From an optimization exercise on the open Yosys and OpenROAD flow, aimed at a short achievable clock period and few clock cycles per item; shortcuts taken in it are not production practice. The flow treats the clock pin as an ideal source. Dropping or thinning the clock tree relies on that and would not hold on a real chip. Power and IR drop assume default switching activity.

==> module burst_engine, before the edit <==
module burst_engine (
    input  wire logic                      clk,
    input  wire logic                      rst_n,
    input  wire axi_wr_pkg::aw_cmd_t       cmd,
    input  wire logic                      cmd_nempty,
    output logic                           cmd_pop,
    input  wire axi_wr_pkg::w_beat_t       beat,
    input  wire axi_wr_pkg::w_beat_t       beat2,
    input  wire logic [1:0]                beat_occ,
    output logic                           beat_pop,
    output axi_wr_pkg::mem_wr_t            mem,
    output logic                           mem_we,
    input  wire logic                      mem_ready,
    input  wire logic                      can_start,
    output logic                           start,
    output logic                           resp_push,
    output logic                           resp_size_err,
    output logic [axi_wr_pkg::ID_W-1:0]    resp_id
);
    localparam int PB = axi_wr_pkg::PAGE_BIT;
    localparam int AW = axi_wr_pkg::ADDR_W;
    localparam int DW = axi_wr_pkg::DESC_W;
    logic                              act_q;
    logic [axi_wr_pkg::ID_W-1:0]       id_q;
    logic [AW-1:0]                     addr_q;
    logic [axi_wr_pkg::LEN_W-1:0]      rem_q;
    logic                              rz_q;
    logic [6:0]                        mask_q;
    logic                              fixed_q;
    logic                              serr_q;
    logic [6:0]                        dec_mask;
    logic                              dec_fixed;
    logic                              dec_serr;
    axi_wr_pkg::beat_desc_t            desc_in;
    axi_wr_pkg::beat_desc_t            desc;
    axi_wr_pkg::beat_desc_t            desc2;
    logic [axi_wr_pkg::D_DEPTH-1:0]    desc_occ;
    logic                              desc_ready;
    axi_wr_pkg::mem_wr_t               mem_q;
    axi_wr_pkg::mem_wr_t               mem_cur;
    axi_wr_pkg::mem_wr_t               mem_next;
    logic                              mem_we_q;
    logic                              write;
    logic                              pres_q;
    logic                              we_nxt;
    logic                              desc_pop;
    logic                              fire;
    logic                              gen;
    logic                              load;
    logic [PB-1:0]                     filled;
    logic [PB-1:0]                     stepped;
    logic [PB-1:0]                     ones_below;
    logic [PB-1:0]                     pre1;
    logic [PB-1:0]                     pre2;
    logic [PB-1:0]                     pre4;
    logic [PB-1:0]                     pre8;
    logic [PB-1:0]                     pre16;
    logic [7:0]                        size_bit;
    logic                              next_carry;
    logic                              load_carry;
    logic                              carry_q;
    aw_decode u_aw_decode (
        .cmd      (cmd),
        .mask     (dec_mask),
        .fixed    (dec_fixed),
        .size_err (dec_serr)
    );
    assign gen     = act_q && desc_ready;
    assign load    = cmd_nempty && can_start && (!act_q || (gen && rz_q));
    assign start   = load;
    assign cmd_pop = load;
    assign filled     = addr_q[PB-1:0] | {5'd0, mask_q};
    always_comb begin
        pre1 = filled;
        for (int i = 0; i < PB; i++) pre2[i] = (i >= 1) ? (pre1[i] & pre1[i-1]) : pre1[i];
        for (int i = 0; i < PB; i++) pre4[i] = (i >= 2) ? (pre2[i] & pre2[i-2]) : pre2[i];
        for (int i = 0; i < PB; i++) pre8[i] = (i >= 4) ? (pre4[i] & pre4[i-4]) : pre4[i];
        for (int i = 0; i < PB; i++) pre16[i] = (i >= 8) ? (pre8[i] & pre8[i-8]) : pre8[i];
        ones_below = {pre16[PB-2:0], 1'b1};
        stepped    = filled ^ ones_below;
    end
    assign size_bit   = {1'b0, mask_q} ^ {mask_q, 1'b1};
    assign next_carry = (&(addr_q[PB-1:0] | {4'd0, mask_q, 1'b1})) &&
                        !(|(addr_q[7:0] & size_bit));
    assign load_carry = &(cmd.addr[PB-1:0] | {5'd0, dec_mask});
    always_ff @(posedge clk or negedge rst_n) begin
        if (!rst_n) act_q <= 1'b0;
        else if (load) act_q <= 1'b1;
        else if (gen && rz_q) act_q <= 1'b0;
    end
    always_ff @(posedge clk) begin
        if (load) begin
            id_q    <= cmd.id;
            addr_q  <= cmd.addr;
            rem_q   <= cmd.len;
            rz_q    <= (cmd.len == 8'd0);
            mask_q  <= dec_mask;
            fixed_q <= dec_fixed;
            serr_q  <= dec_serr;
            carry_q <= load_carry;
        end else if (gen) begin
            rem_q <= rem_q - 1'b1;
            rz_q  <= (rem_q == 8'd1);
            if (fixed_q) begin
                addr_q[PB-1:0] <= addr_q[PB-1:0] & ~{5'd0, mask_q};
            end else if (!carry_q) begin
                addr_q[PB-1:0] <= stepped;
                carry_q        <= next_carry;
            end
        end
    end
    always_comb begin
        desc_in.id   = id_q;
        desc_in.addr = addr_q;
        desc_in.last = rz_q;
        desc_in.serr = serr_q;
    end
    peek_fifo #(
        .WIDTH (DW),
        .DEPTH (axi_wr_pkg::D_DEPTH)
    ) u_desc_fifo (
        .clk    (clk),
        .rst_n  (rst_n),
        .push   (gen),
        .din    (desc_in),
        .ready  (desc_ready),
        .pop    (desc_pop),
        .head   (desc),
        .head2  (desc2),
        .occ    (desc_occ)
    );
    assign write    = pres_q && mem_ready;
    assign beat_pop = write && beat_occ[0];
    assign desc_pop = write && desc_occ[0];
    assign fire     = desc_pop && desc.last;
    assign mem           = mem_q;
    assign mem_we        = mem_we_q;
    assign resp_push     = fire;
    assign resp_size_err = desc.serr;
    assign resp_id       = desc.id;
    always_comb begin
        mem_cur.id    = desc.id;
        mem_cur.addr  = desc.addr;
        mem_cur.data  = beat.data;
        mem_cur.strb  = beat.strb;
        mem_cur.last  = beat.last;
        mem_next.id   = desc2.id;
        mem_next.addr = desc2.addr;
        mem_next.data = beat2.data;
        mem_next.strb = beat2.strb;
        mem_next.last = beat2.last;
    end
    always_ff @(posedge clk or negedge rst_n) begin
        if (!rst_n) begin
            mem_we_q <= 1'b0;
        end else begin
            mem_we_q <= we_nxt;
        end
    end
    assign we_nxt = write ? (desc_occ[1] && beat_occ[1]) : (desc_occ[0] && beat_occ[0]);
    always_ff @(posedge clk) begin
        pres_q <= we_nxt;
        mem_q  <= write ? mem_next : mem_cur;
    end
endmodule
Settings: LEC_CHECK=0, ABC_CLOCK_PERIOD_IN_PS=1800, CAP_MARGIN=20, CORE_MARGIN=2, CORE_UTILIZATION=55, GPL_TIMING_DRIVEN=1, PLACE_DENSITY=0.55, SETUP_SLACK_MARGIN=3.6, SLEW_MARGIN=20; clock period 5.5 ns.
standard.sh (not shown) runs the stock make flow with config.mk's settings and CLKGATE_MAP_FILE= SYNTH_SCRIPT=/design/flow/synth_recipe.tcl, a recipe that flattens the netlist after the stock synthesis.
==> flow/flow/run.sh <==
#!/bin/bash
# Standard synthesis and layout with three changes:
# - the clock tree: the clock port feeds four first-level clock buffers,
#   each feeding a share of 24 leaf buffers placed at the centres of
#   flip-flop clusters, so every flip-flop sees two clock buffers
#   (balanced, lower insertion delay than the stock H-tree);
# - sizing may change a cell's footprint (MATCH_CELL_FOOTPRINT=0);
# - port buffering and timing repair do not use delay cells (nodly.tcl).
# Each step's full output goes to a log of its own here.
set -euo pipefail
here=$(pwd)
nd="$here/flow/nodly.tcl"
hooks=(MATCH_CELL_FOOTPRINT=0 PRE_FLOORPLAN_TCL="$nd" PRE_GLOBAL_PLACE_TCL="$nd"
       PRE_RESIZE_TCL="$nd" PRE_REPAIR_TIMING_POST_PLACE_TCL="$nd" PRE_DETAIL_PLACE_TCL="$nd"
       PRE_GLOBAL_ROUTE_TCL="$nd" PRE_DETAIL_ROUTE_TCL="$nd")
bash standard.sh synth > "$here/log_1_synth.log" 2>&1
bash standard.sh "${hooks[@]}" floorplan place > "$here/log_2_place.log" 2>&1
bash standard.sh "${hooks[@]}" PRE_CTS_TCL="$here/flow/cts_tree.tcl" cts > "$here/log_3_cts.log" 2>&1
bash standard.sh "${hooks[@]}" finish > "$here/log_4_finish.log" 2>&1
Other scripts of this flow, unchanged in this note and not shown: flow/flow/cts_tree.tcl, flow/flow/nodly.tcl, flow/flow/outfix.tcl
The first run finished with timing, DRC and antenna clean.
Edit:
--- a/flow/design.v
+++ b/flow/design.v
@@ -254,14 +254,8 @@
     logic                              gen;
     logic                              load;
     logic [PB-1:0]                     filled;
     logic [PB-1:0]                     stepped;
-    logic [PB-1:0]                     ones_below;
-    logic [PB-1:0]                     pre1;
-    logic [PB-1:0]                     pre2;
-    logic [PB-1:0]                     pre4;
-    logic [PB-1:0]                     pre8;
-    logic [PB-1:0]                     pre16;
     logic [7:0]                        size_bit;
     logic                              next_carry;
     logic                              load_carry;
     logic                              carry_q;
@@ -275,17 +269,9 @@
     assign load    = cmd_nempty && can_start && (!act_q || (gen && rz_q));
     assign start   = load;
     assign cmd_pop = load;
     assign filled     = addr_q[PB-1:0] | {5'd0, mask_q};
-    always_comb begin
-        pre1 = filled;
-        for (int i = 0; i < PB; i++) pre2[i] = (i >= 1) ? (pre1[i] & pre1[i-1]) : pre1[i];
-        for (int i = 0; i < PB; i++) pre4[i] = (i >= 2) ? (pre2[i] & pre2[i-2]) : pre2[i];
-        for (int i = 0; i < PB; i++) pre8[i] = (i >= 4) ? (pre4[i] & pre4[i-4]) : pre4[i];
-        for (int i = 0; i < PB; i++) pre16[i] = (i >= 8) ? (pre8[i] & pre8[i-8]) : pre8[i];
-        ones_below = {pre16[PB-2:0], 1'b1};
-        stepped    = filled ^ ones_below;
-    end
+    assign stepped    = filled + 1'b1;
     assign size_bit   = {1'b0, mask_q} ^ {mask_q, 1'b1};
     assign next_carry = (&(addr_q[PB-1:0] | {4'd0, mask_q, 1'b1})) &&
                         !(|(addr_q[7:0] & size_bit));
     assign load_carry = &(cmd.addr[PB-1:0] | {5'd0, dec_mask});
Flip-flop and latch count is unchanged.
Design area is higher by about 1.3%.
Clock skew is higher by 0.0038 ns.
Power came out lower by 0.44%.
Global-route usage is higher by 1.1 points.
Clock power barely changes.
Via count came out higher by 3.0%.
Register-to-register slack gets worse by 0.04 ns.
Sequential share of layout area drops by 0.68 points.
Fmax came out lower by 0.40%.
Function was not checked in any run of this note: the RTL went through the layout flow alone. In every run of this note, the design's own scripts or RTL, not TritonCTS, make the clock network.

[afterwards: timing with drivers on the ports]
In the flow no input, the clock included, has a driving cell. The finished layouts below were timed again as built, in two steps. Step 1 (the two cells are an assumption about what drives the block):
set clk [get_ports {clk}]
set_driving_cell -lib_cell sky130_fd_sc_hd__clkbuf_16 $clk
set_driving_cell -lib_cell sky130_fd_sc_hd__buf_2 [delete_from_list [all_inputs] $clk]
Step 2 adds t to the input delays and takes it off the output delays; t is the mean of the earliest and latest rising clock arrival at the registers after step 1. Input paths then give back, and output paths get back, about the clock's delay inside the block. Slacks: ideal ports / drivers / drivers and shift; pairs: ideal ports / drivers.
run	t, ns	setup slack, ns	worst setup path after step 2	clock arrival spread, ns	cell pins on the clock port's net
the first run	0.469	3.518 / 3.398 / 3.156	input to register	0.050 / 0.051	4
the second run	0.466	3.510 / 3.392 / 3.106	input to register	0.056 / 0.056	4
After both steps every run listed still meets setup and hold. The setup slack of the second run, which loses most, moves by -0.118 ns with the drivers and by -0.404 ns with both steps.
